Background: an optimization exercise with open tools, aiming at small area, a short achievable clock period and few clock cycles per item. Do not read the settings as production practice.
The RTL was checked by simulation tests, not by an equivalence proof against the original design.

## run a
## pen_event_throttle_core
module pen_event_throttle_core (
  input  logic        clk,
  input  logic        rst,
  input  logic        s_tvalid,
  output logic        s_tready,
  input  logic [63:0] s_tdata,    
  input  logic [2:0]  s_tuser,    
  output logic        m_tvalid,
  input  logic        m_tready,
  output logic [31:0] m_tdata,    
  output logic        m_tuser,    
  input  logic        cfg_valid,
  output logic        cfg_ready,
  input  logic [2:0]  cfg_index,
  input  logic [15:0] cfg_data
);
clock: 12.0 ns
lec_check: 0
cap_margin: 20
core_margin: 2
core_utilization: 55
setup_slack_margin: 5
slew_margin: 20
run.sh (not shown) runs the stock make flow with config.mk's settings and CLKGATE_MAP_FILE= SYNTH_SCRIPT=/design/flow/synth_recipe.tcl, a recipe that flattens the netlist after the stock synthesis.
Testbench counts of run a, summed over its fixed seeds: cycles 3,346, items 2,459.
diff inputs: run a => run b
-- flow/design.v --
<<< run a, line 119
    rate_chk = x[10] ? (eq_hi && (y[11] || !y[10])) : (eq_hi_m1 && y[11]);
  endfunction
  function automatic logic abs_ge(input logic [16:0] d, input logic [11:0] r);
    logic [17:0] a, b, c, sv, cv, y;
    a  = {2'b0, d[15:0] ^ {16{d[16]}}};
    b  = ~{6'd0, r};
    c  = {16'd0, d[16], !d[16]};
    sv = a ^ b ^ c;
    cv = {(a[16:0] & b[16:0]) | (a[16:0] & c[16:0]) | (b[16:0] & c[16:0]), 1'b0};
    y  = sv + cv;
    abs_ge = !y[17];
  endfunction
  function automatic logic abs_sum_lt(input logic [16:0] dx, input logic [16:0] dy,
                                      input logic [11:0] r);
    logic [17:0] a, b, c, d, s1, c1, s2, c2, y;
    a  = {2'b0, dx[15:0] ^ {16{dx[16]}}};
    b  = {2'b0, dy[15:0] ^ {16{dy[16]}}};
    c  = ~{6'd0, r};
    d  = {16'd0, dy[16], !dy[16]};
    s1 = a ^ b ^ c;
    c1 = {(a[16:0] & b[16:0]) | (a[16:0] & c[16:0]) | (b[16:0] & c[16:0]), dx[16]};
    s2 = s1 ^ c1 ^ d;
    c2 = {(s1[16:0] & c1[16:0]) | (s1[16:0] & d[16:0]) | (c1[16:0] & d[16:0]), 1'b0};
    y  = s2 + c2;
    abs_sum_lt = y[17];
  endfunction
  function automatic logic [3:0] msb12(input logic [11:0] v);
    msb12 = 4'd0;
>>> run b, line 119
    rate_chk = x[10] ? (eq_hi && (y[11] || !y[10])) : (eq_hi_m1 && y[11]);
  endfunction
  function automatic logic [3:0] msb12(input logic [11:0] v);
    msb12 = 4'd0;
<<< run a, line 225
  logic [15:0] a_x, a_y;
  logic [31:0] a_t;
  logic [12:0] a_dxl, a_dyl;  
  logic [16:0] a_dx, a_dy;
  logic        e_v;
>>> run b, line 201
  logic [15:0] a_x, a_y;
  logic [31:0] a_t;
  logic [8:0]  a_dxl, a_dyl;  
  logic [16:0] a_dx, a_dy;
  logic        e_v;
<<< run a, line 243
  logic [31:0] ref_t;
  logic [15:0] a_adx, a_ady;
  logic [31:0] a_touch;
  logic        a_long, a_keep, a_drop;
>>> run b, line 219
  logic [31:0] ref_t;
  logic [15:0] a_adx, a_ady;
  logic        a_far;
  logic [31:0] a_touch;
  logic        a_long, a_keep, a_drop;
<<< run a, line 249
  assign ref_y    = lm_y;
  assign ref_t    = lm_t;
  assign a_dx     = {{ref_x[15], ref_x[15:12]} - {a_x[15], a_x[15:12]} - {4'd0, a_dxl[12]}, a_dxl[11:0]};
  assign a_dy     = {{ref_y[15], ref_y[15:12]} - {a_y[15], a_y[15:12]} - {4'd0, a_dyl[12]}, a_dyl[11:0]};
  assign a_adx    = a_dx[16] ? 16'(-a_dx) : a_dx[15:0];
  assign a_ady    = a_dy[16] ? 16'(-a_dy) : a_dy[15:0];
  assign a_touch  = a_t - ref_t;
  assign a_long   = !a_touch[31] && (a_touch[30:16] != 15'd0 || a_touch[15:0] > shrink_period_ms);
  assign keep_s   = abs_ge(a_dx, tap_radius) || abs_ge(a_dy, tap_radius);
  assign keep_l   = abs_ge(a_dx, rad_hi) || abs_ge(a_dy, rad_hi);
  assign drop_s   = abs_sum_lt(a_dx, a_dy, tap_radius);
  assign drop_l   = abs_sum_lt(a_dx, a_dy, tap_radius_min);
  assign a_keep   = a_long ? keep_l : keep_s;
  assign a_drop   = a_long ? drop_l : drop_s;
>>> run b, line 226
  assign ref_y    = lm_y;
  assign ref_t    = lm_t;
  assign a_dx     = {{ref_x[15], ref_x[15:8]} - {a_x[15], a_x[15:8]} - {8'd0, a_dxl[8]}, a_dxl[7:0]};
  assign a_dy     = {{ref_y[15], ref_y[15:8]} - {a_y[15], a_y[15:8]} - {8'd0, a_dyl[8]}, a_dyl[7:0]};
  assign a_adx    = a_dx[16] ? 16'(-a_dx) : a_dx[15:0];
  assign a_ady    = a_dy[16] ? 16'(-a_dy) : a_dy[15:0];
  assign a_far    = a_adx[15:12] != 4'd0 || a_ady[15:12] != 4'd0;
  assign a_touch  = a_t - ref_t;
  assign a_long   = !a_touch[31] && (a_touch[30:16] != 15'd0 || a_touch[15:0] > shrink_period_ms);
  assign keep_s   = a_adx >= {4'd0, tap_radius} || a_ady >= {4'd0, tap_radius};
  assign keep_l   = a_adx >= {4'd0, rad_hi} || a_ady >= {4'd0, rad_hi};
  assign drop_s   = !a_far && neg3c({6'd0, a_adx[11:0]}, {6'd0, a_ady[11:0]}, ~{6'd0, tap_radius});
  assign drop_l   = !a_far && neg3c({6'd0, a_adx[11:0]}, {6'd0, a_ady[11:0]}, ~{6'd0, tap_radius_min});
  assign a_keep   = a_long ? keep_l : keep_s;
  assign a_drop   = a_long ? drop_l : drop_s;
<<< run a, line 279
      a_y  <= s_tdata[31:16];
      a_t  <= s_tdata[63:32];
      a_dxl <= {1'b0, in_ref_x[11:0]} - {1'b0, s_tdata[11:0]};
      a_dyl <= {1'b0, in_ref_y[11:0]} - {1'b0, s_tdata[27:16]};
    end
  end
>>> run b, line 257
      a_y  <= s_tdata[31:16];
      a_t  <= s_tdata[63:32];
      a_dxl <= {1'b0, in_ref_x[7:0]} - {1'b0, s_tdata[7:0]};
      a_dyl <= {1'b0, in_ref_y[7:0]} - {1'b0, s_tdata[23:16]};
    end
  end
<<< run a, line 329
    endcase
  end
  assign e_ready = !(e_ismove && tracking && e_tslow && !sq_done) &&
                   !(e_ismove && !tracking && pend_m) &&
                   !(e_isgest && pend_g);
  assign e_fin   = e_v && e_ready && !o1_v;
>>> run b, line 307
    endcase
  end
  assign e_ready = !(e_ismove && (tracking ? (e_tslow && !sq_done) : pend_m)) &&
                   !(e_isgest && pend_g);
  assign e_fin   = e_v && e_ready && !o1_v;
==> comparison <==
Run b: cell count 459 below run a
Compared with run a, run b shows synthesized netlist cell count lower by 398.
Sort run b and run a by clock network area share asc -> top: run a
Run a has lower final weighted congestion in routability-driven placement than run b.
Side by side, total iterations of the first detailed-routing run turned out higher in run b than in run a.
Looking at required time reported for the critical path endpoint, run b sits below run a.
Testbench counts of run b, summed over its fixed seeds: cycles 3,346, items 2,459.

-- port drivers added, routing unchanged --
The flow's constraints put no driver on any port. The routed layouts listed below were extracted and timed again, unchanged, in two steps.
Step 1 sets driving cells, clkbuf_16 on the clock port and buf_2 on the other inputs (assumed; they add their load-dependent delay and slew).
Step 2 moves the port delays by t, midway between the first and last clock arrival at a register: inputs arrive t later, outputs are due t later. That takes back most of the time a late clock gives input paths.
Slacks: no drivers / after step 1 / after step 2; pairs: no drivers / after step 1.
| run | t (ns) | slack for setup (ns) | clock arrival spread, ns | slew at the worst register clock pin (ns) | pins driven straight from the clock port |
|---|---|---|---|---|---|
| run a | 0.728 | 6.010 / 6.010 / 6.010 | 0.028 / 0.028 | 0.07 / 0.07 | 1 |
| run b | 0.723 | 6.238 / 6.202 / 6.238 | 0.047 / 0.046 | 0.07 / 0.07 | 1 |
After both steps setup and hold are still met in every run listed.
